What follows belongs to an exercise in optimizing a design on an open flow for small area and few clock cycles per item; a production flow would make more cautious choices.
Where RTL was checked, it was by simulation tests only, not by an equivalence proof against the original.
No functional check of the RTL was part of run 1.
The flow treats the clock pin as an ideal source, which a real chip does not have.

==> design/flow/design.v <==
`default_nettype none
package dot_pkg;
   localparam int sample_w = 12;
   localparam int prod_w = 25;
   localparam int sum_w = 32;
   localparam int out_w = 24;
   localparam int dot_len = 5;
   localparam int mult_lat = 3;
endpackage
`default_nettype wire
`default_nettype none
module cpx_multiply (
   input  logic [11:0] x,
   input  logic [11:0] y,
   input  logic        act,
   input  logic        sub,
   input  logic [26:0] base,
   output logic [26:0] sum
);
   logic [12:0] yb;                    
   logic [13:0] xe;                  
   logic [5:0] s1, s2, ng;
   assign yb = {yg, 1'b0};
   logic [11:0] yg;                  
   assign yg = y & {12{act}};
   assign xe = {x[11], x, 1'b0};
   logic [12:0] pp0;
   logic [12:0] pp1;
   logic [12:0] pp2;
   logic [12:0] pp3;
   logic [12:0] pp4;
   logic [12:0] pp5;
   for (genvar j = 0; j < 6; j++) begin : g_enc
      assign s1[j] = yb[2*j+1] ^ yb[2*j];
      assign s2[j] = ((yb[2*j+2] & ~yb[2*j+1] & ~yb[2*j]) |
                            (~yb[2*j+2] & yb[2*j+1] & yb[2*j]));
      assign ng[j] = yb[2*j+2] ^ sub;
   end
   for (genvar i = 0; i < 12; i++) begin : g_pp0
      assign pp0[i] = ((s1[0] & xe[i+1]) | (s2[0] & xe[i])) ^ ng[0];
   end
   assign pp0[12] = act & ~(((s1[0] & xe[13]) | (s2[0] & xe[12])) ^ ng[0]);
   for (genvar i = 0; i < 12; i++) begin : g_pp1
      assign pp1[i] = ((s1[1] & xe[i+1]) | (s2[1] & xe[i])) ^ ng[1];
   end
   assign pp1[12] = act & ~(((s1[1] & xe[13]) | (s2[1] & xe[12])) ^ ng[1]);
   for (genvar i = 0; i < 12; i++) begin : g_pp2
      assign pp2[i] = ((s1[2] & xe[i+1]) | (s2[2] & xe[i])) ^ ng[2];
   end
   assign pp2[12] = act & ~(((s1[2] & xe[13]) | (s2[2] & xe[12])) ^ ng[2]);
   for (genvar i = 0; i < 12; i++) begin : g_pp3
      assign pp3[i] = ((s1[3] & xe[i+1]) | (s2[3] & xe[i])) ^ ng[3];
   end
   assign pp3[12] = act & ~(((s1[3] & xe[13]) | (s2[3] & xe[12])) ^ ng[3]);
   for (genvar i = 0; i < 12; i++) begin : g_pp4
      assign pp4[i] = ((s1[4] & xe[i+1]) | (s2[4] & xe[i])) ^ ng[4];
   end
   assign pp4[12] = act & ~(((s1[4] & xe[13]) | (s2[4] & xe[12])) ^ ng[4]);
   for (genvar i = 0; i < 12; i++) begin : g_pp5
      assign pp5[i] = ((s1[5] & xe[i+1]) | (s2[5] & xe[i])) ^ ng[5];
   end
   assign pp5[12] = act & ~(((s1[5] & xe[13]) | (s2[5] & xe[12])) ^ ng[5]);
   logic t_c2;
   logic t_c4;
   logic t_c6;
   logic t_c8;
   logic t_c10;
   logic t_c12;
   logic t_c14;
   logic t_c16;
   logic t_c18;
   logic t_c20;
   logic t_c22;
   logic t_c24;
   logic t_c26;
   logic t_c28;
   logic t_c30;
   logic t_c32;
   logic t_c34;
   logic t_c36;
   logic t_c38;
   logic t_c40;
   logic t_c42;
   logic t_c44;
   logic t_c46;
   logic t_c48;
   logic t_c50;
   logic t_c52;
   logic t_c54;
   logic t_c56;
   logic t_c58;
   logic t_c60;
   logic t_c62;
   logic t_c64;
   logic t_c66;
   logic t_c68;
   logic t_c70;
   logic t_c72;
   logic t_c74;
   logic t_c76;
   logic t_c78;
   logic t_c80;
   logic t_c82;
   logic t_c84;
   logic t_c86;
   logic t_c88;
   logic t_c90;
   logic t_c92;
   logic t_c94;
   logic t_c96;
   logic t_c98;
   logic t_c100;
   logic t_c102;
   logic t_c104;
   logic t_c106;
   logic t_c108;
   logic t_c110;
   logic t_c112;
   logic t_c114;
   logic t_c116;
   logic t_c118;
   logic t_c120;
   logic t_c122;
   logic t_c124;
   logic t_c126;
   logic t_c128;
   logic t_c130;
   logic t_c132;
   logic t_c134;
   logic t_c136;
   logic t_c138;
   logic t_c140;
   logic t_c142;
   logic t_c144;
   logic t_c146;
   logic t_c148;
   logic t_c150;
   logic t_c152;
   logic t_c154;
   logic t_c156;
   logic t_c157;
   logic t_c158;
   logic t_c159;
   logic t_c160;
   logic t_c161;
   logic t_c162;
   logic t_c163;
   logic t_c164;
   logic t_c165;
   logic t_c166;
   logic t_c169;
   logic t_c170;
   logic t_c173;
   logic t_c174;
   logic t_c177;
   logic t_c178;
   logic t_c181;
   logic t_c182;
   logic t_c185;
   logic t_c186;
   logic t_c189;
   logic t_c190;
   logic t_c193;
   logic t_c194;
   logic t_c197;
   logic t_c198;
   logic t_c201;
   logic t_c202;
   logic t_c205;
   logic t_c206;
   logic t_c209;
   logic t_c210;
   logic t_c213;
   logic t_c214;
   logic t_c217;
   logic t_c218;
   logic t_c221;
   logic t_c222;
   logic t_c225;
   logic t_c226;
   logic t_c229;
   logic t_c230;
   logic t_s1;
   logic t_s3;
   logic t_s5;
   logic t_s7;
   logic t_s9;
   logic t_s11;
   logic t_s13;
   logic t_s15;
   logic t_s17;
   logic t_s19;
   logic t_s21;
   logic t_s23;
   logic t_s25;
   logic t_s27;
   logic t_s29;
   logic t_s31;
   logic t_s33;
   logic t_s35;
   logic t_s37;
   logic t_s39;
   logic t_s41;
   logic t_s43;
   logic t_s45;
   logic t_s47;
   logic t_s49;
   logic t_s51;
   logic t_s53;
   logic t_s55;
   logic t_s57;
   logic t_s59;
   logic t_s61;
   logic t_s63;
   logic t_s65;
   logic t_s67;
   logic t_s69;
   logic t_s71;
   logic t_s73;
   logic t_s75;
   logic t_s77;
   logic t_s79;
   logic t_s81;
   logic t_s83;
   logic t_s85;
   logic t_s87;
   logic t_s89;
   logic t_s91;
   logic t_s93;
   logic t_s95;
   logic t_s97;
   logic t_s99;
   logic t_s101;
   logic t_s103;
   logic t_s105;
   logic t_s107;
   logic t_s109;
   logic t_s111;
   logic t_s113;
   logic t_s115;
   logic t_s117;
   logic t_s119;
   logic t_s121;
   logic t_s123;
   logic t_s125;
   logic t_s127;
   logic t_s129;
   logic t_s131;
   logic t_s133;
   logic t_s135;
   logic t_s137;
   logic t_s139;
   logic t_s141;
   logic t_s143;
   logic t_s145;
   logic t_s147;
   logic t_s149;
   logic t_s151;
   logic t_s153;
   logic t_s155;
   logic t_s167;
   logic t_s168;
   logic t_s171;
   logic t_s172;
   logic t_s175;
   logic t_s176;
   logic t_s179;
   logic t_s180;
   logic t_s183;
   logic t_s184;
   logic t_s187;
   logic t_s188;
   logic t_s191;
   logic t_s192;
   logic t_s195;
   logic t_s196;
   logic t_s199;
   logic t_s200;
   logic t_s203;
   logic t_s204;
   logic t_s207;
   logic t_s208;
   logic t_s211;
   logic t_s212;
   logic t_s215;
   logic t_s216;
   logic t_s219;
   logic t_s220;
   logic t_s223;
   logic t_s224;
   logic t_s227;
   logic t_s228;
   logic t_s231;
   logic t_s232;
   assign t_s1 = base[8] ^ ng[4];
   assign t_c2 = base[8] & ng[4];
   assign t_s3 = base[9] ^ pp0[9];
   assign t_c4 = base[9] & pp0[9];
   assign t_s5 = base[10] ^ ng[5] ^ pp0[10];
   assign t_c6 = (base[10] & ng[5]) | (base[10] & pp0[10]) | (ng[5] & pp0[10]);
   assign t_s7 = pp1[8] ^ pp2[6];
   assign t_c8 = pp1[8] & pp2[6];
   assign t_s9 = base[11] ^ pp0[11] ^ pp1[9];
   assign t_c10 = (base[11] & pp0[11]) | (base[11] & pp1[9]) | (pp0[11] & pp1[9]);
   assign t_s11 = pp2[7] ^ pp3[5];
   assign t_c12 = pp2[7] & pp3[5];
   assign t_s13 = base[12] ^ pp0[12] ^ pp1[10];
   assign t_c14 = (base[12] & pp0[12]) | (base[12] & pp1[10]) | (pp0[12] & pp1[10]);
   assign t_s15 = pp2[8] ^ pp3[6];
   assign t_c16 = pp2[8] & pp3[6];
   assign t_s17 = base[13] ^ pp1[11] ^ pp2[9];
   assign t_c18 = (base[13] & pp1[11]) | (base[13] & pp2[9]) | (pp1[11] & pp2[9]);
   assign t_s19 = base[14] ^ pp1[12];
   assign t_c20 = base[14] & pp1[12];
   assign t_s21 = base[4] ^ ng[2];
   assign t_c22 = base[4] & ng[2];
   assign t_s23 = base[5] ^ pp0[5];
   assign t_c24 = base[5] & pp0[5];
   assign t_s25 = base[6] ^ ng[3] ^ pp0[6];
   assign t_c26 = (base[6] & ng[3]) | (base[6] & pp0[6]) | (ng[3] & pp0[6]);
   assign t_s27 = pp1[4] ^ pp2[2];
   assign t_c28 = pp1[4] & pp2[2];
   assign t_s29 = base[7] ^ pp0[7] ^ pp1[5];
   assign t_c30 = (base[7] & pp0[7]) | (base[7] & pp1[5]) | (pp0[7] & pp1[5]);
   assign t_s31 = pp2[3] ^ pp3[1];
   assign t_c32 = pp2[3] & pp3[1];
   assign t_s33 = t_s1 ^ pp0[8] ^ pp1[6];
   assign t_c34 = (t_s1 & pp0[8]) | (t_s1 & pp1[6]) | (pp0[8] & pp1[6]);
   assign t_s35 = pp2[4] ^ pp3[2] ^ pp4[0];
   assign t_c36 = (pp2[4] & pp3[2]) | (pp2[4] & pp4[0]) | (pp3[2] & pp4[0]);
   assign t_s37 = t_c2 ^ pp1[7] ^ pp2[5];
   assign t_c38 = (t_c2 & pp1[7]) | (t_c2 & pp2[5]) | (pp1[7] & pp2[5]);
   assign t_s39 = pp3[3] ^ pp4[1] ^ t_s3;
   assign t_c40 = (pp3[3] & pp4[1]) | (pp3[3] & t_s3) | (pp4[1] & t_s3);
   assign t_s41 = pp3[4] ^ pp4[2] ^ pp5[0];
   assign t_c42 = (pp3[4] & pp4[2]) | (pp3[4] & pp5[0]) | (pp4[2] & pp5[0]);
   assign t_s43 = t_c4 ^ t_s5 ^ t_s7;
   assign t_c44 = (t_c4 & t_s5) | (t_c4 & t_s7) | (t_s5 & t_s7);
   assign t_s45 = pp4[3] ^ pp5[1] ^ t_c6;
   assign t_c46 = (pp4[3] & pp5[1]) | (pp4[3] & t_c6) | (pp5[1] & t_c6);
   assign t_s47 = t_c8 ^ t_s9 ^ t_s11;
   assign t_c48 = (t_c8 & t_s9) | (t_c8 & t_s11) | (t_s9 & t_s11);
   assign t_s49 = pp4[4] ^ pp5[2] ^ t_c10;
   assign t_c50 = (pp4[4] & pp5[2]) | (pp4[4] & t_c10) | (pp5[2] & t_c10);
   assign t_s51 = t_c12 ^ t_s13 ^ t_s15;
   assign t_c52 = (t_c12 & t_s13) | (t_c12 & t_s15) | (t_s13 & t_s15);
   assign t_s53 = pp3[7] ^ pp4[5] ^ pp5[3];
   assign t_c54 = (pp3[7] & pp4[5]) | (pp3[7] & pp5[3]) | (pp4[5] & pp5[3]);
   assign t_s55 = t_c14 ^ t_c16 ^ t_s17;
   assign t_c56 = (t_c14 & t_c16) | (t_c14 & t_s17) | (t_c16 & t_s17);
   assign t_s57 = pp2[10] ^ pp3[8] ^ pp4[6];
   assign t_c58 = (pp2[10] & pp3[8]) | (pp2[10] & pp4[6]) | (pp3[8] & pp4[6]);
   assign t_s59 = pp5[4] ^ t_c18 ^ t_s19;
   assign t_c60 = (pp5[4] & t_c18) | (pp5[4] & t_s19) | (t_c18 & t_s19);
   assign t_s61 = base[15] ^ pp2[11] ^ pp3[9];
   assign t_c62 = (base[15] & pp2[11]) | (base[15] & pp3[9]) | (pp2[11] & pp3[9]);
   assign t_s63 = pp4[7] ^ pp5[5] ^ t_c20;
   assign t_c64 = (pp4[7] & pp5[5]) | (pp4[7] & t_c20) | (pp5[5] & t_c20);
   assign t_s65 = base[16] ^ pp2[12] ^ pp3[10];
   assign t_c66 = (base[16] & pp2[12]) | (base[16] & pp3[10]) | (pp2[12] & pp3[10]);
   assign t_s67 = pp4[8] ^ pp5[6];
   assign t_c68 = pp4[8] & pp5[6];
   assign t_s69 = base[17] ^ pp3[11] ^ pp4[9];
   assign t_c70 = (base[17] & pp3[11]) | (base[17] & pp4[9]) | (pp3[11] & pp4[9]);
   assign t_s71 = base[18] ^ pp3[12];
   assign t_c72 = base[18] & pp3[12];
   assign t_s73 = base[2] ^ ng[1];
   assign t_c74 = base[2] & ng[1];
   assign t_s75 = base[3] ^ pp0[3];
   assign t_c76 = base[3] & pp0[3];
   assign t_s77 = t_s21 ^ pp0[4] ^ pp1[2];
   assign t_c78 = (t_s21 & pp0[4]) | (t_s21 & pp1[2]) | (pp0[4] & pp1[2]);
   assign t_s79 = t_c22 ^ pp1[3] ^ pp2[1];
   assign t_c80 = (t_c22 & pp1[3]) | (t_c22 & pp2[1]) | (pp1[3] & pp2[1]);
   assign t_s81 = pp3[0] ^ t_c24 ^ t_s25;
   assign t_c82 = (pp3[0] & t_c24) | (pp3[0] & t_s25) | (t_c24 & t_s25);
   assign t_s83 = t_c26 ^ t_c28 ^ t_s29;
   assign t_c84 = (t_c26 & t_c28) | (t_c26 & t_s29) | (t_c28 & t_s29);
   assign t_s85 = t_c30 ^ t_c32 ^ t_s33;
   assign t_c86 = (t_c30 & t_c32) | (t_c30 & t_s33) | (t_c32 & t_s33);
   assign t_s87 = t_c34 ^ t_c36 ^ t_s37;
   assign t_c88 = (t_c34 & t_c36) | (t_c34 & t_s37) | (t_c36 & t_s37);
   assign t_s89 = t_c38 ^ t_s41 ^ t_c40;
   assign t_c90 = (t_c38 & t_s41) | (t_c38 & t_c40) | (t_s41 & t_c40);
   assign t_s91 = t_c42 ^ t_c44 ^ t_s45;
   assign t_c92 = (t_c42 & t_c44) | (t_c42 & t_s45) | (t_c44 & t_s45);
   assign t_s93 = t_c46 ^ t_c48 ^ t_s49;
   assign t_c94 = (t_c46 & t_c48) | (t_c46 & t_s49) | (t_c48 & t_s49);
   assign t_s95 = t_s53 ^ t_c50 ^ t_c52;
   assign t_c96 = (t_s53 & t_c50) | (t_s53 & t_c52) | (t_c50 & t_c52);
   assign t_s97 = t_c54 ^ t_s57 ^ t_c56;
   assign t_c98 = (t_c54 & t_s57) | (t_c54 & t_c56) | (t_s57 & t_c56);
   assign t_s99 = t_c58 ^ t_s61 ^ t_c60;
   assign t_c100 = (t_c58 & t_s61) | (t_c58 & t_c60) | (t_s61 & t_c60);
   assign t_s101 = t_c62 ^ t_s65 ^ t_s67;
   assign t_c102 = (t_c62 & t_s65) | (t_c62 & t_s67) | (t_s65 & t_s67);
   assign t_s103 = pp5[7] ^ t_c66 ^ t_c68;
   assign t_c104 = (pp5[7] & t_c66) | (pp5[7] & t_c68) | (t_c66 & t_c68);
   assign t_s105 = pp4[10] ^ pp5[8] ^ t_c70;
   assign t_c106 = (pp4[10] & pp5[8]) | (pp4[10] & t_c70) | (pp5[8] & t_c70);
   assign t_s107 = base[19] ^ pp4[11] ^ pp5[9];
   assign t_c108 = (base[19] & pp4[11]) | (base[19] & pp5[9]) | (pp4[11] & pp5[9]);
   assign t_s109 = base[20] ^ pp4[12];
   assign t_c110 = base[20] & pp4[12];
   assign t_s111 = base[0] ^ ng[0];
   assign t_c112 = base[0] & ng[0];
   assign t_s113 = base[1] ^ pp0[1];
   assign t_c114 = base[1] & pp0[1];
   assign t_s115 = t_s73 ^ pp0[2] ^ pp1[0];
   assign t_c116 = (t_s73 & pp0[2]) | (t_s73 & pp1[0]) | (pp0[2] & pp1[0]);
   assign t_s117 = t_c74 ^ pp1[1] ^ t_s75;
   assign t_c118 = (t_c74 & pp1[1]) | (t_c74 & t_s75) | (pp1[1] & t_s75);
   assign t_s119 = pp2[0] ^ t_c76 ^ t_s77;
   assign t_c120 = (pp2[0] & t_c76) | (pp2[0] & t_s77) | (t_c76 & t_s77);
   assign t_s121 = t_c78 ^ t_s79 ^ t_s23;
   assign t_c122 = (t_c78 & t_s79) | (t_c78 & t_s23) | (t_s79 & t_s23);
   assign t_s123 = t_c80 ^ t_s27 ^ t_s81;
   assign t_c124 = (t_c80 & t_s27) | (t_c80 & t_s81) | (t_s27 & t_s81);
   assign t_s125 = t_s31 ^ t_c82 ^ t_s83;
   assign t_c126 = (t_s31 & t_c82) | (t_s31 & t_s83) | (t_c82 & t_s83);
   assign t_s127 = t_s35 ^ t_c84 ^ t_s85;
   assign t_c128 = (t_s35 & t_c84) | (t_s35 & t_s85) | (t_c84 & t_s85);
   assign t_s129 = t_c86 ^ t_s87 ^ t_s39;
   assign t_c130 = (t_c86 & t_s87) | (t_c86 & t_s39) | (t_s87 & t_s39);
   assign t_s131 = t_c88 ^ t_s43 ^ t_s89;
   assign t_c132 = (t_c88 & t_s43) | (t_c88 & t_s89) | (t_s43 & t_s89);
   assign t_s133 = t_s47 ^ t_c90 ^ t_s91;
   assign t_c134 = (t_s47 & t_c90) | (t_s47 & t_s91) | (t_c90 & t_s91);
   assign t_s135 = t_s51 ^ t_c92 ^ t_s93;
   assign t_c136 = (t_s51 & t_c92) | (t_s51 & t_s93) | (t_c92 & t_s93);
   assign t_s137 = t_s55 ^ t_c94 ^ t_s95;
   assign t_c138 = (t_s55 & t_c94) | (t_s55 & t_s95) | (t_c94 & t_s95);
   assign t_s139 = t_s59 ^ t_c96 ^ t_s97;
   assign t_c140 = (t_s59 & t_c96) | (t_s59 & t_s97) | (t_c96 & t_s97);
   assign t_s141 = t_s63 ^ t_c98 ^ t_s99;
   assign t_c142 = (t_s63 & t_c98) | (t_s63 & t_s99) | (t_c98 & t_s99);
   assign t_s143 = t_c64 ^ t_s101 ^ t_c100;
   assign t_c144 = (t_c64 & t_s101) | (t_c64 & t_c100) | (t_s101 & t_c100);
   assign t_s145 = t_s69 ^ t_c102 ^ t_s103;
   assign t_c146 = (t_s69 & t_c102) | (t_s69 & t_s103) | (t_c102 & t_s103);
   assign t_s147 = t_s71 ^ t_c104 ^ t_s105;
   assign t_c148 = (t_s71 & t_c104) | (t_s71 & t_s105) | (t_c104 & t_s105);
   assign t_s149 = t_c72 ^ t_s107 ^ t_c106;
   assign t_c150 = (t_c72 & t_s107) | (t_c72 & t_c106) | (t_s107 & t_c106);
   assign t_s151 = pp5[10] ^ t_c108 ^ t_s109;
   assign t_c152 = (pp5[10] & t_c108) | (pp5[10] & t_s109) | (t_c108 & t_s109);
   assign t_s153 = base[21] ^ pp5[11] ^ t_c110;
   assign t_c154 = (base[21] & pp5[11]) | (base[21] & t_c110) | (pp5[11] & t_c110);
   assign t_s155 = base[22] ^ pp5[12];
   assign t_c156 = base[22] & pp5[12];
   assign sum[0] = t_s111 ^ pp0[0];
   assign t_c157 = t_s111 & pp0[0];
   assign sum[1] = t_s113 ^ t_c112 ^ t_c157;
   assign t_c158 = (t_s113 & t_c112) | (t_s113 & t_c157) | (t_c112 & t_c157);
   assign sum[2] = t_s115 ^ t_c114 ^ t_c158;
   assign t_c159 = (t_s115 & t_c114) | (t_s115 & t_c158) | (t_c114 & t_c158);
   assign sum[3] = t_s117 ^ t_c116 ^ t_c159;
   assign t_c160 = (t_s117 & t_c116) | (t_s117 & t_c159) | (t_c116 & t_c159);
   assign sum[4] = t_s119 ^ t_c118 ^ t_c160;
   assign t_c161 = (t_s119 & t_c118) | (t_s119 & t_c160) | (t_c118 & t_c160);
   assign sum[5] = t_s121 ^ t_c120 ^ t_c161;
   assign t_c162 = (t_s121 & t_c120) | (t_s121 & t_c161) | (t_c120 & t_c161);
   assign sum[6] = t_s123 ^ t_c122 ^ t_c162;
   assign t_c163 = (t_s123 & t_c122) | (t_s123 & t_c162) | (t_c122 & t_c162);
   assign sum[7] = t_s125 ^ t_c124 ^ t_c163;
   assign t_c164 = (t_s125 & t_c124) | (t_s125 & t_c163) | (t_c124 & t_c163);
   assign sum[8] = t_s127 ^ t_c126 ^ t_c164;
   assign t_c165 = (t_s127 & t_c126) | (t_s127 & t_c164) | (t_c126 & t_c164);
   assign sum[9] = t_s129 ^ t_c128 ^ t_c165;
   assign t_c166 = (t_s129 & t_c128) | (t_s129 & t_c165) | (t_c128 & t_c165);
   assign t_s167 = t_s131 ^ t_c130;
   assign t_c169 = t_s131 & t_c130;
   assign t_s168 = t_s131 ^ t_c130 ^ 1'b1;
   assign t_c170 = (t_s131 & t_c130) | (t_s131 & 1'b1) | (t_c130 & 1'b1);
   assign sum[10] = t_c166 ? t_s168 : t_s167;
   assign t_s171 = t_s133 ^ t_c132 ^ t_c169;
   assign t_c173 = (t_s133 & t_c132) | (t_s133 & t_c169) | (t_c132 & t_c169);
   assign t_s172 = t_s133 ^ t_c132 ^ t_c170;
   assign t_c174 = (t_s133 & t_c132) | (t_s133 & t_c170) | (t_c132 & t_c170);
   assign sum[11] = t_c166 ? t_s172 : t_s171;
   assign t_s175 = t_s135 ^ t_c134 ^ t_c173;
   assign t_c177 = (t_s135 & t_c134) | (t_s135 & t_c173) | (t_c134 & t_c173);
   assign t_s176 = t_s135 ^ t_c134 ^ t_c174;
   assign t_c178 = (t_s135 & t_c134) | (t_s135 & t_c174) | (t_c134 & t_c174);
   assign sum[12] = t_c166 ? t_s176 : t_s175;
   assign t_s179 = t_s137 ^ t_c136 ^ t_c177;
   assign t_c181 = (t_s137 & t_c136) | (t_s137 & t_c177) | (t_c136 & t_c177);
   assign t_s180 = t_s137 ^ t_c136 ^ t_c178;
   assign t_c182 = (t_s137 & t_c136) | (t_s137 & t_c178) | (t_c136 & t_c178);
   assign sum[13] = t_c166 ? t_s180 : t_s179;
   assign t_s183 = t_s139 ^ t_c138 ^ t_c181;
   assign t_c185 = (t_s139 & t_c138) | (t_s139 & t_c181) | (t_c138 & t_c181);
   assign t_s184 = t_s139 ^ t_c138 ^ t_c182;
   assign t_c186 = (t_s139 & t_c138) | (t_s139 & t_c182) | (t_c138 & t_c182);
   assign sum[14] = t_c166 ? t_s184 : t_s183;
   assign t_s187 = t_s141 ^ t_c140 ^ t_c185;
   assign t_c189 = (t_s141 & t_c140) | (t_s141 & t_c185) | (t_c140 & t_c185);
   assign t_s188 = t_s141 ^ t_c140 ^ t_c186;
   assign t_c190 = (t_s141 & t_c140) | (t_s141 & t_c186) | (t_c140 & t_c186);
   assign sum[15] = t_c166 ? t_s188 : t_s187;
   assign t_s191 = t_s143 ^ t_c142 ^ t_c189;
   assign t_c193 = (t_s143 & t_c142) | (t_s143 & t_c189) | (t_c142 & t_c189);
   assign t_s192 = t_s143 ^ t_c142 ^ t_c190;
   assign t_c194 = (t_s143 & t_c142) | (t_s143 & t_c190) | (t_c142 & t_c190);
   assign sum[16] = t_c166 ? t_s192 : t_s191;
   assign t_s195 = t_s145 ^ t_c144 ^ t_c193;
   assign t_c197 = (t_s145 & t_c144) | (t_s145 & t_c193) | (t_c144 & t_c193);
   assign t_s196 = t_s145 ^ t_c144 ^ t_c194;
   assign t_c198 = (t_s145 & t_c144) | (t_s145 & t_c194) | (t_c144 & t_c194);
   assign sum[17] = t_c166 ? t_s196 : t_s195;
   assign t_s199 = t_s147 ^ t_c146 ^ t_c197;
   assign t_c201 = (t_s147 & t_c146) | (t_s147 & t_c197) | (t_c146 & t_c197);
   assign t_s200 = t_s147 ^ t_c146 ^ t_c198;
   assign t_c202 = (t_s147 & t_c146) | (t_s147 & t_c198) | (t_c146 & t_c198);
   assign sum[18] = t_c166 ? t_s200 : t_s199;
   assign t_s203 = t_s149 ^ t_c148 ^ t_c201;
   assign t_c205 = (t_s149 & t_c148) | (t_s149 & t_c201) | (t_c148 & t_c201);
   assign t_s204 = t_s149 ^ t_c148 ^ t_c202;
   assign t_c206 = (t_s149 & t_c148) | (t_s149 & t_c202) | (t_c148 & t_c202);
   assign sum[19] = t_c166 ? t_s204 : t_s203;
   assign t_s207 = t_s151 ^ t_c150 ^ t_c205;
   assign t_c209 = (t_s151 & t_c150) | (t_s151 & t_c205) | (t_c150 & t_c205);
   assign t_s208 = t_s151 ^ t_c150 ^ t_c206;
   assign t_c210 = (t_s151 & t_c150) | (t_s151 & t_c206) | (t_c150 & t_c206);
   assign sum[20] = t_c166 ? t_s208 : t_s207;
   assign t_s211 = t_s153 ^ t_c152 ^ t_c209;
   assign t_c213 = (t_s153 & t_c152) | (t_s153 & t_c209) | (t_c152 & t_c209);
   assign t_s212 = t_s153 ^ t_c152 ^ t_c210;
   assign t_c214 = (t_s153 & t_c152) | (t_s153 & t_c210) | (t_c152 & t_c210);
   assign sum[21] = t_c166 ? t_s212 : t_s211;
   assign t_s215 = t_s155 ^ t_c154 ^ t_c213;
   assign t_c217 = (t_s155 & t_c154) | (t_s155 & t_c213) | (t_c154 & t_c213);
   assign t_s216 = t_s155 ^ t_c154 ^ t_c214;
   assign t_c218 = (t_s155 & t_c154) | (t_s155 & t_c214) | (t_c154 & t_c214);
   assign sum[22] = t_c166 ? t_s216 : t_s215;
   assign t_s219 = base[23] ^ t_c156 ^ t_c217;
   assign t_c221 = (base[23] & t_c156) | (base[23] & t_c217) | (t_c156 & t_c217);
   assign t_s220 = base[23] ^ t_c156 ^ t_c218;
   assign t_c222 = (base[23] & t_c156) | (base[23] & t_c218) | (t_c156 & t_c218);
   assign sum[23] = t_c166 ? t_s220 : t_s219;
   assign t_s223 = base[24] ^ t_c221;
   assign t_c225 = base[24] & t_c221;
   assign t_s224 = base[24] ^ t_c222;
   assign t_c226 = base[24] & t_c222;
   assign sum[24] = t_c166 ? t_s224 : t_s223;
   assign t_s227 = base[25] ^ t_c225;
   assign t_c229 = base[25] & t_c225;
   assign t_s228 = base[25] ^ t_c226;
   assign t_c230 = base[25] & t_c226;
   assign sum[25] = t_c166 ? t_s228 : t_s227;
   assign t_s231 = base[26] ^ t_c229;
   assign t_s232 = base[26] ^ t_c230;
   assign sum[26] = t_c166 ? t_s232 : t_s231;
endmodule
`default_nettype wire
`default_nettype none
module dot_prod_top #(
   parameter int sample_w = dot_pkg::sample_w,
   parameter int prod_w   = dot_pkg::prod_w,
   parameter int sum_w    = dot_pkg::sum_w,
   parameter int out_w    = dot_pkg::out_w,
   parameter int dot_len  = dot_pkg::dot_len
) (
   input  logic                       clk,
   input  logic                       rst_n_i,
   input  logic                       req_i,
   input  logic signed [sample_w-1:0] xi_i,
   input  logic signed [sample_w-1:0] xq_i,
   input  logic signed [sample_w-1:0] yi_i,
   input  logic signed [sample_w-1:0] yq_i,
   input  logic                       res_ack_i,
   output logic                       ack_o,
   output logic                       res_req_o,
   output logic signed [out_w-1:0]    res_i_o,
   output logic signed [out_w-1:0]    res_q_o
);
   localparam int acc_w = 2 * sample_w + 3;        
   localparam int shift = sum_w - out_w;           
   localparam int res_w = acc_w - shift;           
   localparam logic [acc_w-1:0] acc_init = 27'd78307328;
   logic req_s1, req_s2;
   logic ack_s1, ack_s2;
   logic [sample_w-1:0] r0, r1, r2, r3;
   logic [1:0] kph;       
   logic       a_is_i;    
   logic       pend;      
   logic [1:0] mcnt;      
   logic [2:0] bcnt;      
   logic       res_full;  
   logic       act;       
   logic       clr;       
   logic       sub;       
   logic       cap, last_step, blk_done;
   logic       ack_n, pend_n, res_full_n, res_req_n, acc_free_n;
   logic       act_n, clr_n, sub_n;
   logic [1:0] mcnt_n, kph_n;
   logic [2:0] bcnt_n;
   logic [acc_w-1:0] acc_a, acc_b, base, sum;
   always_ff @(posedge clk or negedge rst_n_i) begin
      if (!rst_n_i) begin
         req_s1 <= 1'b0;
         req_s2 <= 1'b0;
         ack_s1 <= 1'b0;
         ack_s2 <= 1'b0;
      end else begin
         req_s1 <= req_i;
         req_s2 <= req_s1;
         ack_s1 <= res_ack_i;
         ack_s2 <= ack_s1;
      end
   end
   assign last_step = act && (mcnt == 2'd3);
   assign blk_done  = last_step && (bcnt == 3'(dot_len - 1));
   assign cap       = req_s2 && !ack_o && (!pend || last_step) && !a_is_i;
   always_comb begin
      ack_n      = cap || (ack_o && req_s2);
      pend_n     = cap || (pend && !last_step);
      mcnt_n     = act ? mcnt + 2'd1 : mcnt;
      bcnt_n     = !last_step ? bcnt : blk_done ? 3'd0 : bcnt + 3'd1;
      res_full_n = blk_done || (res_full && !(res_req_o && ack_s2));
      res_req_n  = res_req_o ? !ack_s2 : ((res_full || blk_done) && !ack_s2);
      kph_n      = cap ? 2'd0 : kph + 2'd1;
      acc_free_n = !res_full_n || (res_req_n && ack_s1);
      act_n      = pend_n && (mcnt_n != 2'd0 || bcnt_n != 3'd0 || acc_free_n);
      clr_n      = act_n && (bcnt_n == 3'd0) && (mcnt_n < 2'd2);
      sub_n      = act_n && (kph_n == 2'd2);
   end
   always_ff @(posedge clk or negedge rst_n_i) begin
      if (!rst_n_i) begin
         ack_o     <= 1'b0;
         pend      <= 1'b0;
         mcnt      <= 2'd0;
         bcnt      <= 3'd0;
         res_full  <= 1'b0;
         res_req_o <= 1'b0;
         a_is_i    <= 1'b0;
         kph       <= 2'd0;
         act       <= 1'b0;
         clr       <= 1'b0;
         sub       <= 1'b0;
      end else begin
         ack_o     <= ack_n;
         pend      <= pend_n;
         mcnt      <= mcnt_n;
         bcnt      <= bcnt_n;
         res_full  <= res_full_n;
         res_req_o <= res_req_n;
         a_is_i    <= !a_is_i;
         kph       <= kph_n;
         act       <= act_n;
         clr       <= clr_n;
         sub       <= sub_n;
      end
   end
   always_ff @(posedge clk) begin
      if (cap) begin
         r0 <= xi_i;
         r1 <= yi_i;
         r2 <= xq_i;
         r3 <= yq_i;
      end else begin
         r0 <= r1;
         r1 <= r2;
         r2 <= r3;
         r3 <= r0;
      end
   end
   assign base = clr ? acc_init : acc_a;
   cpx_multiply u_mac (
      .x    (r0),
      .y    (r1),
      .act  (act),
      .sub  (sub),
      .base (base),
      .sum  (sum)
   );
   always_ff @(posedge clk) begin
      acc_a <= acc_b;
      acc_b <= sum;
   end
   logic [acc_w-1:0] si, sq;
   assign si = a_is_i ? acc_a : acc_b;
   assign sq = a_is_i ? acc_b : acc_a;
   assign res_i_o = {{(out_w-res_w){si[acc_w-1]}}, si[acc_w-1:shift]};
   assign res_q_o = {{(out_w-res_w){sq[acc_w-1]}}, sq[acc_w-1:shift]};
endmodule
`default_nettype wire
==> design/flow/flow/run.sh <==
#!/bin/bash
# Layout flow: the standard flow (standard.sh) with three changes that
# only affect cell choice, not the design or its constraints:
#  - ABC maps the synthesized logic with an area-oriented script
#    (flow/abc_area_nf.script) instead of the speed script; synthesis is
#    otherwise synth_recipe.tcl unchanged (same passes, flatten, renames);
#  - the port buffers that ORFS inserts are sky130_fd_sc_hd__buf_1;
#  - clock_tree_synthesis gets the arguments in flow/cts_args (small clock
#    buffers, no dummy loads).
# make's output goes to standard.log here; each tool's full log is under
# orfs/logs.
set -euo pipefail
here=$(pwd)
{
  printf 'proc abc {args} {\n'
  printf '  set i [lsearch -exact $args -script]\n'
  printf '  if {$i >= 0} { lset args [expr {$i + 1}] %s/flow/abc_area_nf.script }\n' "$here"
  printf '  yosys abc {*}$args\n'
  printf '}\n'
  cat synth_recipe.tcl
} > my_synth.tcl
sed "s#SYNTH_SCRIPT=[^ ]*#SYNTH_SCRIPT=$here/my_synth.tcl#" standard.sh > my_standard.sh
grep -q "SYNTH_SCRIPT=$here/my_synth.tcl" my_standard.sh
# optional extra arguments for yosys synth (flow/synth_args), e.g. -noabc
# to leave the fine-grained logic to extract_fa and the final ABC run.
if [[ -s flow/synth_args ]]; then export SYNTH_ARGS="$(cat flow/synth_args)"; fi
export BUFFER_PORTS_ARGS="-buffer_cell sky130_fd_sc_hd__buf_1"
export CTS_ARGS="$(cat flow/cts_args)"
bash my_standard.sh > standard.log 2>&1
==> design/flow/flow/abc_area_nf.script <==
&get -n
&st
&dch
&nf -a
&put
topo
stime -c
==> design/flow/flow/cts_args <==
-sink_clustering_enable -repair_clock_nets -dont_use_dummy_load -buf_list {sky130_fd_sc_hd__clkbuf_8}
==> design/flow/flow/synth_args <==
-noabc
==> design/flow/standard.sh <==
#!/bin/bash
# synth_recipe.tcl (not shown) runs the flow's synth.tcl, then flattens the netlist and writes it again
# the make line also repeats each setting of config.mk as NAME=value (left out here)
make -C /OpenROAD-flow-scripts/flow DESIGN_CONFIG=/design/flow/config.mk WORK_HOME=/design/flow/orfs CLKGATE_MAP_FILE= SYNTH_SCRIPT=/design/flow/synth_recipe.tcl "${@:-finish}"
==> design/flow/config.mk <==
export PLATFORM = sky130hd
export DESIGN_NAME = dot_prod_top
export DESIGN_NICKNAME = dot_prod_top
export VERILOG_FILES = /design/flow/design.v
export SDC_FILE = /design/flow/constraint.sdc
export NUM_CORES = 4
export LEC_CHECK = 0
export CAP_MARGIN = 20
export CORE_MARGIN = 2
export CORE_UTILIZATION = 40
export SLEW_MARGIN = 20
==> design/flow/constraint.sdc <==
create_clock -name core_clock -period 8.0 [get_ports {clk}]
set_input_delay 1.6000 -clock core_clock [delete_from_list [all_inputs] [get_ports {clk}]]
set_output_delay 1.6000 -clock core_clock [all_outputs]
set_load 0.01 [all_outputs]
==> results_dict.tcl, run 1 <==
set metrics [dict create \
    outcome "complete, no violations" \
    setup_viol 0 \
    reg2reg_slack_ps 530 \
    fillCellCount 1828 \
    layout_commonest_cell "dfxtp_1" \
    ys_seq_elements 121 \
    cpMaxStageDelayCell "dfrtp_1" \
    vias_per_cell 4.99 \
    arrival_ps 7800 \
    grt_pass1_vias 5185 \
    grt_usage 0.167 \
    synthFlopType "dfxtp_1" \
    area_delta_synth_final_pct 13.1 \
    routed-via-count 5287 \
    grt-ovfl-total 0 \
    cp-start-kind "register" \
    drc 0 \
    cts.sinks 121 \
    clkLatencyLatePin_ps 450 \
    avgSynthCellArea_um2 11.5 \
    coreArea_mm2 0.0188 \
    port_buffers 101 \
    synth_nets 832 \
    synth_edf_count 0 \
    endpoint_kind "register" \
    rows 50 \
    async_flop_share 0.157 \
    synth_top_area_frac 0.264 \
    hp-class "register to register" \
    start_util 0.411 \
    rsz0062_at_grt "no" \
    cap_violations 0 \
    die_x_um 143 \
    grt_antenna_before_repair 0 \
    cts_setup_buffers 0 \
    synthDistinctLibCells 30 \
    drt_iter0_drc 370 \
    worstPathCellList "xor2_1 -> clkinv_1 -> ha_1 -> ha_1 -> fa_1 -> fa_1 -> fa_1 -> fa_1 -> fa_1 -> fa_1 -> fa_1 -> fa_1 -> fa_1 -> clkinv_1 -> a211oi_1 -> or3_1 -> a21o_1 -> a21oi_1 -> o21bai_1 -> ha_1 -> ha_1 -> xnor2_1" \
    tightestPinTransition_ps 952 \
    finalCriticalPeriod_ps 7470 \
    seq_area_frac_synth 0.325 \
    worst_clock_skew_ps 34.5 \
    cpPeakStageDelay_ps 540 \
    dieArea_mm2 0.0205 \
    synthTopCellsByArea "dfxtp_1, fa_1, mux2_1, xnor2_1, a22oi_1" \
    regArea_mm2 0.00252 \
    holdPathStages 0 \
    r2r-end "acc_b[26]" \
    hpwl_mm 12.5 \
    grt_pass1_wl_mm 26.4 \
    synthCells 672 \
    wl_per_cell_um 15.4 \
    io_pins 102 \
    reg2reg_from "sub" \
    slew_viol_final 0 \
    holdWs_ps 315 \
    drtPass1Iterations 5 \
    multi_input_area_mm2 0.00508 \
    max_freq_ghz 0.134 \
    ctsResizeCount 0 \
    relSlewSlack 0.366 \
    hp-start "acc_b[0]" \
    path_delay_family "adder cells" \
    gp_congestion 0.829 \
    path_max_fanout 7 \
    die_y_um 143 \
    timing.critical_path.buf_inv 2 \
    critical_path_required_ps 8340 \
    yosys_warnings 1 \
    grt_max_degree 41 \
    cpMostUsedCell "fa_1" \
    cts.clk_slew.worst_paths_ps 70 \
    min_period_over_period 0.933 \
    routed_wl_mm 16.3 \
    yosysTopAreaCell "dfxtp_1" \
    cts_tree "yes" \
    finalSetupTns_ps 0 \
    layout-drive-gt1-share 0.0488 \
    cts_hold_buffers 0 \
    num_antenna_cells 0 \
    drtAntennaViolNets 0 \
    hold_viol_final 0 \
    r2r_cells 22 \
    cts_inserted_buffers 17 \
    syn-cell-area_mm2 0.00774 \
    finalNetCount 961 \
    final_cell_mix "dfxtp_1, buf_1, mux2_1" \
    hold_path_end "acc_a[0]" \
    path_class "register to register" \
]
flip-flops by register name, indices dropped and copies added, names as in the netlist, 3 cells and up:
name   count
acc_a     27
acc_b     27
bcnt       3
r0        12
r1        12
r2        12
r3        12
synth_stat cells, types with 4 or more instances:
library cell  instances
mux2_1               87
o21a_1                4
xor2_1               14
fa_1                 69
dfrtp_1              19
nor2_1               13
ha_1                 39
a22oi_1              67
nand2_1              27
o21ai_0              25
xnor2_1              86
a21oi_1              22
o21bai_1              4
clkinv_1             20
buf_4                10
and2_0                6
or2_0                13
dfxtp_1             102
nor2b_1              19
nand3_1               8
o22ai_1               5
per-stage QoR:
stage               utilization  cell area, um^2  cells  worst slack (ps)
finish                    0.465             8750   1059               535
global route              0.465             8750   1059               157
CTS                       0.465             8750   1059               471
detailed placement        0.452             8520   1042               491
global placement          0.452             8520   1042               604
floorplan                     -             7740    672               342
area by class of cell:
class,count,share of cell area
multi-input cells,521,0.580
flip-flops and latches,121,0.288
repair buffers,120,0.0597
well taps,260,0.0372
clock buffers,17,0.0267
inverters,20,0.00858
worst max path at each step:
stage / start / end / slack [ps] / cells after the start
global route: act / acc_b[26] / 160 / 23
global placement: sub / acc_b[26] / 600 / 22
CTS: sub / acc_b[26] / 470 / 22
finish: sub / acc_b[26] / 530 / 22
floorplan: act / acc_b[26] / 340 / 23
detailed placement: sub / acc_b[26] / 490 / 22
layer usage:
layer	vias up	wire length (um)	part of all wire	GRT usage
met4	0	133	0.0082	0.0412
met1	2563	7560	0.46	0.224
met5	-	0	0	0
met3	9	616	0.038	0.0402
li1	2610	-	-	-
met2	105	7980	0.49	0.271
cell families (layout without fill, tap and decap cells):
| family | after synthesis | in the layout | synth area share |
|---|---|---|---|
| AO/OA/AOI/OAI | 135 | 135 | 0.115 |
| flip-flops | 121 | 121 | 0.325 |
| adder cells (fa/ha/maj) | 108 | 108 | 0.241 |
| XOR/XNOR | 100 | 100 | 0.113 |
| AND/OR/NAND/NOR | 91 | 91 | 0.0595 |
| multiplexers | 87 | 87 | 0.127 |
| buffers and inverters | 30 | 157 | 0.0194 |
==> run 2, diff against run 1 <==
--- a/design/flow/design.v
+++ b/design/flow/design.v
@@ -148,38 +148,37 @@
    logic t_c164;
    logic t_c165;
    logic t_c166;
-   logic t_c169;
+   logic t_c167;
    logic t_c170;
-   logic t_c173;
+   logic t_c171;
    logic t_c174;
-   logic t_c177;
+   logic t_c175;
    logic t_c178;
-   logic t_c181;
+   logic t_c179;
    logic t_c182;
-   logic t_c185;
+   logic t_c183;
    logic t_c186;
-   logic t_c189;
+   logic t_c187;
    logic t_c190;
-   logic t_c193;
+   logic t_c191;
    logic t_c194;
-   logic t_c197;
+   logic t_c195;
    logic t_c198;
-   logic t_c201;
+   logic t_c199;
    logic t_c202;
-   logic t_c205;
+   logic t_c203;
    logic t_c206;
-   logic t_c209;
+   logic t_c207;
    logic t_c210;
-   logic t_c213;
+   logic t_c211;
    logic t_c214;
-   logic t_c217;
+   logic t_c215;
    logic t_c218;
-   logic t_c221;
+   logic t_c219;
    logic t_c222;
-   logic t_c225;
+   logic t_c223;
    logic t_c226;
-   logic t_c229;
-   logic t_c230;
+   logic t_c227;
    logic t_s1;
    logic t_s3;
    logic t_s5;
@@ -258,40 +257,38 @@
    logic t_s151;
    logic t_s153;
    logic t_s155;
-   logic t_s167;
    logic t_s168;
-   logic t_s171;
+   logic t_s169;
    logic t_s172;
-   logic t_s175;
+   logic t_s173;
    logic t_s176;
-   logic t_s179;
+   logic t_s177;
    logic t_s180;
-   logic t_s183;
+   logic t_s181;
    logic t_s184;
-   logic t_s187;
+   logic t_s185;
    logic t_s188;
-   logic t_s191;
+   logic t_s189;
    logic t_s192;
-   logic t_s195;
+   logic t_s193;
    logic t_s196;
-   logic t_s199;
+   logic t_s197;
    logic t_s200;
-   logic t_s203;
+   logic t_s201;
    logic t_s204;
-   logic t_s207;
+   logic t_s205;
    logic t_s208;
-   logic t_s211;
+   logic t_s209;
    logic t_s212;
-   logic t_s215;
+   logic t_s213;
    logic t_s216;
-   logic t_s219;
+   logic t_s217;
    logic t_s220;
-   logic t_s223;
+   logic t_s221;
    logic t_s224;
-   logic t_s227;
+   logic t_s225;
    logic t_s228;
-   logic t_s231;
-   logic t_s232;
+   logic t_s229;
    assign t_s1 = base[8] ^ ng[4];
    assign t_c2 = base[8] & ng[4];
    assign t_s3 = base[9] ^ pp0[9];
@@ -468,89 +465,86 @@
    assign t_c165 = (t_s127 & t_c126) | (t_s127 & t_c164) | (t_c126 & t_c164);
    assign sum[9] = t_s129 ^ t_c128 ^ t_c165;
    assign t_c166 = (t_s129 & t_c128) | (t_s129 & t_c165) | (t_c128 & t_c165);
-   assign t_s167 = t_s131 ^ t_c130;
-   assign t_c169 = t_s131 & t_c130;
-   assign t_s168 = t_s131 ^ t_c130 ^ 1'b1;
-   assign t_c170 = (t_s131 & t_c130) | (t_s131 & 1'b1) | (t_c130 & 1'b1);
-   assign sum[10] = t_c166 ? t_s168 : t_s167;
-   assign t_s171 = t_s133 ^ t_c132 ^ t_c169;
-   assign t_c173 = (t_s133 & t_c132) | (t_s133 & t_c169) | (t_c132 & t_c169);
-   assign t_s172 = t_s133 ^ t_c132 ^ t_c170;
-   assign t_c174 = (t_s133 & t_c132) | (t_s133 & t_c170) | (t_c132 & t_c170);
-   assign sum[11] = t_c166 ? t_s172 : t_s171;
-   assign t_s175 = t_s135 ^ t_c134 ^ t_c173;
-   assign t_c177 = (t_s135 & t_c134) | (t_s135 & t_c173) | (t_c134 & t_c173);
-   assign t_s176 = t_s135 ^ t_c134 ^ t_c174;
-   assign t_c178 = (t_s135 & t_c134) | (t_s135 & t_c174) | (t_c134 & t_c174);
-   assign sum[12] = t_c166 ? t_s176 : t_s175;
-   assign t_s179 = t_s137 ^ t_c136 ^ t_c177;
-   assign t_c181 = (t_s137 & t_c136) | (t_s137 & t_c177) | (t_c136 & t_c177);
-   assign t_s180 = t_s137 ^ t_c136 ^ t_c178;
-   assign t_c182 = (t_s137 & t_c136) | (t_s137 & t_c178) | (t_c136 & t_c178);
-   assign sum[13] = t_c166 ? t_s180 : t_s179;
-   assign t_s183 = t_s139 ^ t_c138 ^ t_c181;
-   assign t_c185 = (t_s139 & t_c138) | (t_s139 & t_c181) | (t_c138 & t_c181);
-   assign t_s184 = t_s139 ^ t_c138 ^ t_c182;
-   assign t_c186 = (t_s139 & t_c138) | (t_s139 & t_c182) | (t_c138 & t_c182);
-   assign sum[14] = t_c166 ? t_s184 : t_s183;
-   assign t_s187 = t_s141 ^ t_c140 ^ t_c185;
-   assign t_c189 = (t_s141 & t_c140) | (t_s141 & t_c185) | (t_c140 & t_c185);
-   assign t_s188 = t_s141 ^ t_c140 ^ t_c186;
-   assign t_c190 = (t_s141 & t_c140) | (t_s141 & t_c186) | (t_c140 & t_c186);
-   assign sum[15] = t_c166 ? t_s188 : t_s187;
-   assign t_s191 = t_s143 ^ t_c142 ^ t_c189;
-   assign t_c193 = (t_s143 & t_c142) | (t_s143 & t_c189) | (t_c142 & t_c189);
-   assign t_s192 = t_s143 ^ t_c142 ^ t_c190;
-   assign t_c194 = (t_s143 & t_c142) | (t_s143 & t_c190) | (t_c142 & t_c190);
-   assign sum[16] = t_c166 ? t_s192 : t_s191;
-   assign t_s195 = t_s145 ^ t_c144 ^ t_c193;
-   assign t_c197 = (t_s145 & t_c144) | (t_s145 & t_c193) | (t_c144 & t_c193);
-   assign t_s196 = t_s145 ^ t_c144 ^ t_c194;
-   assign t_c198 = (t_s145 & t_c144) | (t_s145 & t_c194) | (t_c144 & t_c194);
-   assign sum[17] = t_c166 ? t_s196 : t_s195;
-   assign t_s199 = t_s147 ^ t_c146 ^ t_c197;
-   assign t_c201 = (t_s147 & t_c146) | (t_s147 & t_c197) | (t_c146 & t_c197);
-   assign t_s200 = t_s147 ^ t_c146 ^ t_c198;
-   assign t_c202 = (t_s147 & t_c146) | (t_s147 & t_c198) | (t_c146 & t_c198);
-   assign sum[18] = t_c166 ? t_s200 : t_s199;
-   assign t_s203 = t_s149 ^ t_c148 ^ t_c201;
-   assign t_c205 = (t_s149 & t_c148) | (t_s149 & t_c201) | (t_c148 & t_c201);
-   assign t_s204 = t_s149 ^ t_c148 ^ t_c202;
-   assign t_c206 = (t_s149 & t_c148) | (t_s149 & t_c202) | (t_c148 & t_c202);
-   assign sum[19] = t_c166 ? t_s204 : t_s203;
-   assign t_s207 = t_s151 ^ t_c150 ^ t_c205;
-   assign t_c209 = (t_s151 & t_c150) | (t_s151 & t_c205) | (t_c150 & t_c205);
-   assign t_s208 = t_s151 ^ t_c150 ^ t_c206;
-   assign t_c210 = (t_s151 & t_c150) | (t_s151 & t_c206) | (t_c150 & t_c206);
-   assign sum[20] = t_c166 ? t_s208 : t_s207;
-   assign t_s211 = t_s153 ^ t_c152 ^ t_c209;
-   assign t_c213 = (t_s153 & t_c152) | (t_s153 & t_c209) | (t_c152 & t_c209);
-   assign t_s212 = t_s153 ^ t_c152 ^ t_c210;
-   assign t_c214 = (t_s153 & t_c152) | (t_s153 & t_c210) | (t_c152 & t_c210);
-   assign sum[21] = t_c166 ? t_s212 : t_s211;
-   assign t_s215 = t_s155 ^ t_c154 ^ t_c213;
-   assign t_c217 = (t_s155 & t_c154) | (t_s155 & t_c213) | (t_c154 & t_c213);
-   assign t_s216 = t_s155 ^ t_c154 ^ t_c214;
-   assign t_c218 = (t_s155 & t_c154) | (t_s155 & t_c214) | (t_c154 & t_c214);
-   assign sum[22] = t_c166 ? t_s216 : t_s215;
-   assign t_s219 = base[23] ^ t_c156 ^ t_c217;
-   assign t_c221 = (base[23] & t_c156) | (base[23] & t_c217) | (t_c156 & t_c217);
-   assign t_s220 = base[23] ^ t_c156 ^ t_c218;
-   assign t_c222 = (base[23] & t_c156) | (base[23] & t_c218) | (t_c156 & t_c218);
-   assign sum[23] = t_c166 ? t_s220 : t_s219;
-   assign t_s223 = base[24] ^ t_c221;
-   assign t_c225 = base[24] & t_c221;
-   assign t_s224 = base[24] ^ t_c222;
-   assign t_c226 = base[24] & t_c222;
-   assign sum[24] = t_c166 ? t_s224 : t_s223;
-   assign t_s227 = base[25] ^ t_c225;
-   assign t_c229 = base[25] & t_c225;
-   assign t_s228 = base[25] ^ t_c226;
-   assign t_c230 = base[25] & t_c226;
-   assign sum[25] = t_c166 ? t_s228 : t_s227;
-   assign t_s231 = base[26] ^ t_c229;
-   assign t_s232 = base[26] ^ t_c230;
-   assign sum[26] = t_c166 ? t_s232 : t_s231;
+   assign sum[10] = t_s131 ^ t_c130 ^ t_c166;
+   assign t_c167 = (t_s131 & t_c130) | (t_s131 & t_c166) | (t_c130 & t_c166);
+   assign t_s168 = t_s133 ^ t_c132;
+   assign t_c170 = t_s133 & t_c132;
+   assign t_s169 = t_s133 ^ t_c132 ^ 1'b1;
+   assign t_c171 = (t_s133 & t_c132) | (t_s133 & 1'b1) | (t_c132 & 1'b1);
+   assign sum[11] = t_c167 ? t_s169 : t_s168;
+   assign t_s172 = t_s135 ^ t_c134 ^ t_c170;
+   assign t_c174 = (t_s135 & t_c134) | (t_s135 & t_c170) | (t_c134 & t_c170);
+   assign t_s173 = t_s135 ^ t_c134 ^ t_c171;
+   assign t_c175 = (t_s135 & t_c134) | (t_s135 & t_c171) | (t_c134 & t_c171);
+   assign sum[12] = t_c167 ? t_s173 : t_s172;
+   assign t_s176 = t_s137 ^ t_c136 ^ t_c174;
+   assign t_c178 = (t_s137 & t_c136) | (t_s137 & t_c174) | (t_c136 & t_c174);
+   assign t_s177 = t_s137 ^ t_c136 ^ t_c175;
+   assign t_c179 = (t_s137 & t_c136) | (t_s137 & t_c175) | (t_c136 & t_c175);
+   assign sum[13] = t_c167 ? t_s177 : t_s176;
+   assign t_s180 = t_s139 ^ t_c138 ^ t_c178;
+   assign t_c182 = (t_s139 & t_c138) | (t_s139 & t_c178) | (t_c138 & t_c178);
+   assign t_s181 = t_s139 ^ t_c138 ^ t_c179;
+   assign t_c183 = (t_s139 & t_c138) | (t_s139 & t_c179) | (t_c138 & t_c179);
+   assign sum[14] = t_c167 ? t_s181 : t_s180;
+   assign t_s184 = t_s141 ^ t_c140 ^ t_c182;
+   assign t_c186 = (t_s141 & t_c140) | (t_s141 & t_c182) | (t_c140 & t_c182);
+   assign t_s185 = t_s141 ^ t_c140 ^ t_c183;
+   assign t_c187 = (t_s141 & t_c140) | (t_s141 & t_c183) | (t_c140 & t_c183);
+   assign sum[15] = t_c167 ? t_s185 : t_s184;
+   assign t_s188 = t_s143 ^ t_c142 ^ t_c186;
+   assign t_c190 = (t_s143 & t_c142) | (t_s143 & t_c186) | (t_c142 & t_c186);
+   assign t_s189 = t_s143 ^ t_c142 ^ t_c187;
+   assign t_c191 = (t_s143 & t_c142) | (t_s143 & t_c187) | (t_c142 & t_c187);
+   assign sum[16] = t_c167 ? t_s189 : t_s188;
+   assign t_s192 = t_s145 ^ t_c144 ^ t_c190;
+   assign t_c194 = (t_s145 & t_c144) | (t_s145 & t_c190) | (t_c144 & t_c190);
+   assign t_s193 = t_s145 ^ t_c144 ^ t_c191;
+   assign t_c195 = (t_s145 & t_c144) | (t_s145 & t_c191) | (t_c144 & t_c191);
+   assign sum[17] = t_c167 ? t_s193 : t_s192;
+   assign t_s196 = t_s147 ^ t_c146 ^ t_c194;
+   assign t_c198 = (t_s147 & t_c146) | (t_s147 & t_c194) | (t_c146 & t_c194);
+   assign t_s197 = t_s147 ^ t_c146 ^ t_c195;
+   assign t_c199 = (t_s147 & t_c146) | (t_s147 & t_c195) | (t_c146 & t_c195);
+   assign sum[18] = t_c167 ? t_s197 : t_s196;
+   assign t_s200 = t_s149 ^ t_c148 ^ t_c198;
+   assign t_c202 = (t_s149 & t_c148) | (t_s149 & t_c198) | (t_c148 & t_c198);
+   assign t_s201 = t_s149 ^ t_c148 ^ t_c199;
+   assign t_c203 = (t_s149 & t_c148) | (t_s149 & t_c199) | (t_c148 & t_c199);
+   assign sum[19] = t_c167 ? t_s201 : t_s200;
+   assign t_s204 = t_s151 ^ t_c150 ^ t_c202;
+   assign t_c206 = (t_s151 & t_c150) | (t_s151 & t_c202) | (t_c150 & t_c202);
+   assign t_s205 = t_s151 ^ t_c150 ^ t_c203;
+   assign t_c207 = (t_s151 & t_c150) | (t_s151 & t_c203) | (t_c150 & t_c203);
+   assign sum[20] = t_c167 ? t_s205 : t_s204;
+   assign t_s208 = t_s153 ^ t_c152 ^ t_c206;
+   assign t_c210 = (t_s153 & t_c152) | (t_s153 & t_c206) | (t_c152 & t_c206);
+   assign t_s209 = t_s153 ^ t_c152 ^ t_c207;
+   assign t_c211 = (t_s153 & t_c152) | (t_s153 & t_c207) | (t_c152 & t_c207);
+   assign sum[21] = t_c167 ? t_s209 : t_s208;
+   assign t_s212 = t_s155 ^ t_c154 ^ t_c210;
+   assign t_c214 = (t_s155 & t_c154) | (t_s155 & t_c210) | (t_c154 & t_c210);
+   assign t_s213 = t_s155 ^ t_c154 ^ t_c211;
+   assign t_c215 = (t_s155 & t_c154) | (t_s155 & t_c211) | (t_c154 & t_c211);
+   assign sum[22] = t_c167 ? t_s213 : t_s212;
+   assign t_s216 = base[23] ^ t_c156 ^ t_c214;
+   assign t_c218 = (base[23] & t_c156) | (base[23] & t_c214) | (t_c156 & t_c214);
+   assign t_s217 = base[23] ^ t_c156 ^ t_c215;
+   assign t_c219 = (base[23] & t_c156) | (base[23] & t_c215) | (t_c156 & t_c215);
+   assign sum[23] = t_c167 ? t_s217 : t_s216;
+   assign t_s220 = base[24] ^ t_c218;
+   assign t_c222 = base[24] & t_c218;
+   assign t_s221 = base[24] ^ t_c219;
+   assign t_c223 = base[24] & t_c219;
+   assign sum[24] = t_c167 ? t_s221 : t_s220;
+   assign t_s224 = base[25] ^ t_c222;
+   assign t_c226 = base[25] & t_c222;
+   assign t_s225 = base[25] ^ t_c223;
+   assign t_c227 = base[25] & t_c223;
+   assign sum[25] = t_c167 ? t_s225 : t_s224;
+   assign t_s228 = base[26] ^ t_c226;
+   assign t_s229 = base[26] ^ t_c227;
+   assign sum[26] = t_c167 ? t_s229 : t_s228;
 endmodule
 `default_nettype wire
 `default_nettype none
==> run 2 against run 1 <==
Against the previous run: still clean on timing, DRC and antenna; worst hold slack better by 7.4 ps; via count is 2.4% higher; register-to-register slack worse by 120 ps; critical path depth stayed put; design area is 0.86% lower; non-clock buffer count is 1 lower; clock-buffer cell count stayed put.
==> results_dict.tcl, run 2 <==
set metrics [dict create \
    final_cell_mix "dfxtp_1, buf_1, mux2_1" \
    grt_pass1_vias 5473 \
    synthTopCellsByCount "dfxtp_1, mux2_1, xnor2_1" \
    synthDistinctLibCells 31 \
    relSlewSlack 0.587 \
    start_util 0.410 \
    grt_usage 0.169 \
    path_class "register to register" \
    yosys_warnings 1 \
    routed_wl_mm 16.8 \
    arrival_ps 7920 \
    cts.sinks 121 \
    vias_per_cell 5.30 \
    cts_tree "yes" \
    finalSetupTns_ps 0 \
    async_flop_share 0.157 \
    cts.clk_slew.worst_paths_ps 70 \
    grt-ovfl-total 0 \
    cts_setup_buffers 0 \
    num_antenna_cells 0 \
    layout-drive-gt1-share 0.0483 \
    fillCellCount 1793 \
    regArea_mm2 0.00252 \
    clkLatencyLatePin_ps 440 \
    cts_inserted_buffers 17 \
    slew_viol_final 0 \
    tightestPinTransition_ps 619 \
    synth_edf_count 0 \
    synthFlopType "dfxtp_1" \
    cp-start-kind "register" \
    gp_congestion 0.864 \
    die_y_um 143 \
    port_buffers 101 \
    wl_per_cell_um 16.4 \
    io_pins 102 \
    hold_viol_final 0 \
    cap_violations 0 \
    drt_iter0_drc 325 \
    final_core_util 0.462 \
    synth_top_area_frac 0.265 \
    routed-via-count 5412 \
    synthCells 661 \
    outcome "complete, no violations" \
    avgSynthCellArea_um2 11.6 \
    area_delta_synth_final_pct 12.7 \
    min_period_over_period 0.949 \
    rows 50 \
    drtPass1Iterations 6 \
    finalCriticalPeriod_ps 7590 \
    seq_area_frac_synth 0.327 \
    drc 0 \
    coreArea_mm2 0.0188 \
    yosysMostFrequentCell "dfxtp_1" \
    cts_hold_buffers 0 \
    layout_commonest_cell "dfxtp_1" \
    finalNetCount 949 \
    multi_input_area_mm2 0.00506 \
    hpwl_mm 13.0 \
    setup_ws_ps 412 \
    worst_clock_skew_ps 33.8 \
    synth_nets 821 \
    endpoint_kind "register" \
    rsz0062_at_grt "no" \
    dieArea_mm2 0.0204 \
    yosysTopAreaCell "dfxtp_1" \
    dp_slack_ps 311 \
    ys_seq_elements 121 \
    hp-class "register to register" \
    critical_path_required_ps 8330 \
    grt_antenna_before_repair 0 \
    setup_viol 0 \
    reg2reg_slack_ps 410 \
    grt_max_degree 40 \
    grt_pass1_wl_mm 26.9 \
    synthTopCellsByArea "dfxtp_1, fa_1, mux2_1, xnor2_1, a22oi_1" \
    path_max_fanout 8 \
    syn-cell-area_mm2 0.00770 \
    drtAntennaViolNets 0 \
    reg_top3 "acc_a: 27 flops, acc_b: 27 flops" \
    max_freq_ghz 0.132 \
    die_x_um 143 \
]
## run 2: cell families after synthesis
family                   count (synthesis)  synth area share
flip-flops                             121             0.327
buffers and inverters                   26            0.0175
AND/OR/NAND/NOR                         90            0.0588
adder cells (fa/ha/maj)                108             0.244
multiplexers                            87             0.127
XOR/XNOR                                99             0.113
AO/OA/AOI/OAI                          130             0.113
## run 2: layout make-up
cell class	instances	area share
sequential	121	0.290
clock buffer	17	0.0270
timing repair buffer	119	0.0594
inverter	16	0.00692
tap	234	0.0337
multi-input combinational	514	0.583
## run 2: final timing paths
check                      startpoint         to  depth (start not counted)
setup / recovery                  act  acc_b[26]                         22
max in group asynchronous     rst_n_i        act                          1
hold reg to reg              acc_b[4]   acc_a[4]                          0
min in group asynchronous     rst_n_i     req_s2                          1
setup reg to reg                  act  acc_b[26]                         22
hold / removal               acc_b[4]   acc_a[4]                          0
## run 2: metal layers
| metal | track usage | part of all wire |
|---|---|---|
| met5 | 0 | 0 |
| met4 | 0.0610 | 0.025 |
| met3 | 0.0396 | 0.040 |
| met2 | 0.289 | 0.52 |
| met1 | 0.208 | 0.41 |
## run 2: worst max-delay path: stages (launching register included)
cell and delay [ps]:
dfrtp_1 430, nand2_1 200, xor2_1 240, clkinv_1 300, ha_1 400, fa_1 520
fa_1 460, fa_1 440, fa_1 430, fa_1 430, fa_1 430, fa_1 440
fa_1 430, fa_1 430, fa_1 570, o221ai_1 130, nand3b_1 140, a21oi_1 240
o21bai_1 120, a21o_1 200, ha_1 200, ha_1 210, xnor2_1 120
## run 2: through the flow
step           hold slack, ps  cell area [um^2]  instances
6_report                  323              8680       1021
5_1_grt                   332              8680       1021
3_3_place_gp              311              8440       1004
2_1_floorplan             310              7700        661
3_5_place_dp              314              8440       1004
4_1_cts                   323              8670       1021
## run 2: repair_timing
action                                  CTS  global route
endpoints found under the hold margin     0             0
endpoints found under the setup margin    0             1
resized for setup                         0             1
Testbench counts of run 2, summed over its fixed seeds: cycles 9,612, results 320.

-- what the ideal ports hide --
The results above use ideal ports. As a check the final layouts listed here were re-extracted and re-timed, cells and wires unchanged.
Step 1: set_driving_cell puts a clkbuf_16 on clk and a buf_2 on each other input, an assumption about the parent block.
Step 2 also shifts input and output timing later by t, the mid clock arrival at the registers, as if the neighbouring blocks saw the same clock.
Three values: ideal, step 1, step 2; two values: the first two.
run | t (ns) | setup WS [ns] | clock arrival spread, ns | cell pins on the clock port's net
run 1 | 0.467 | 0.535 / 0.535 / 0.535 | 0.035 / 0.035 | 1
run 2 | 0.468 | 0.412 / 0.412 / 0.412 | 0.034 / 0.034 | 1
After both steps every run listed still meets setup and hold.
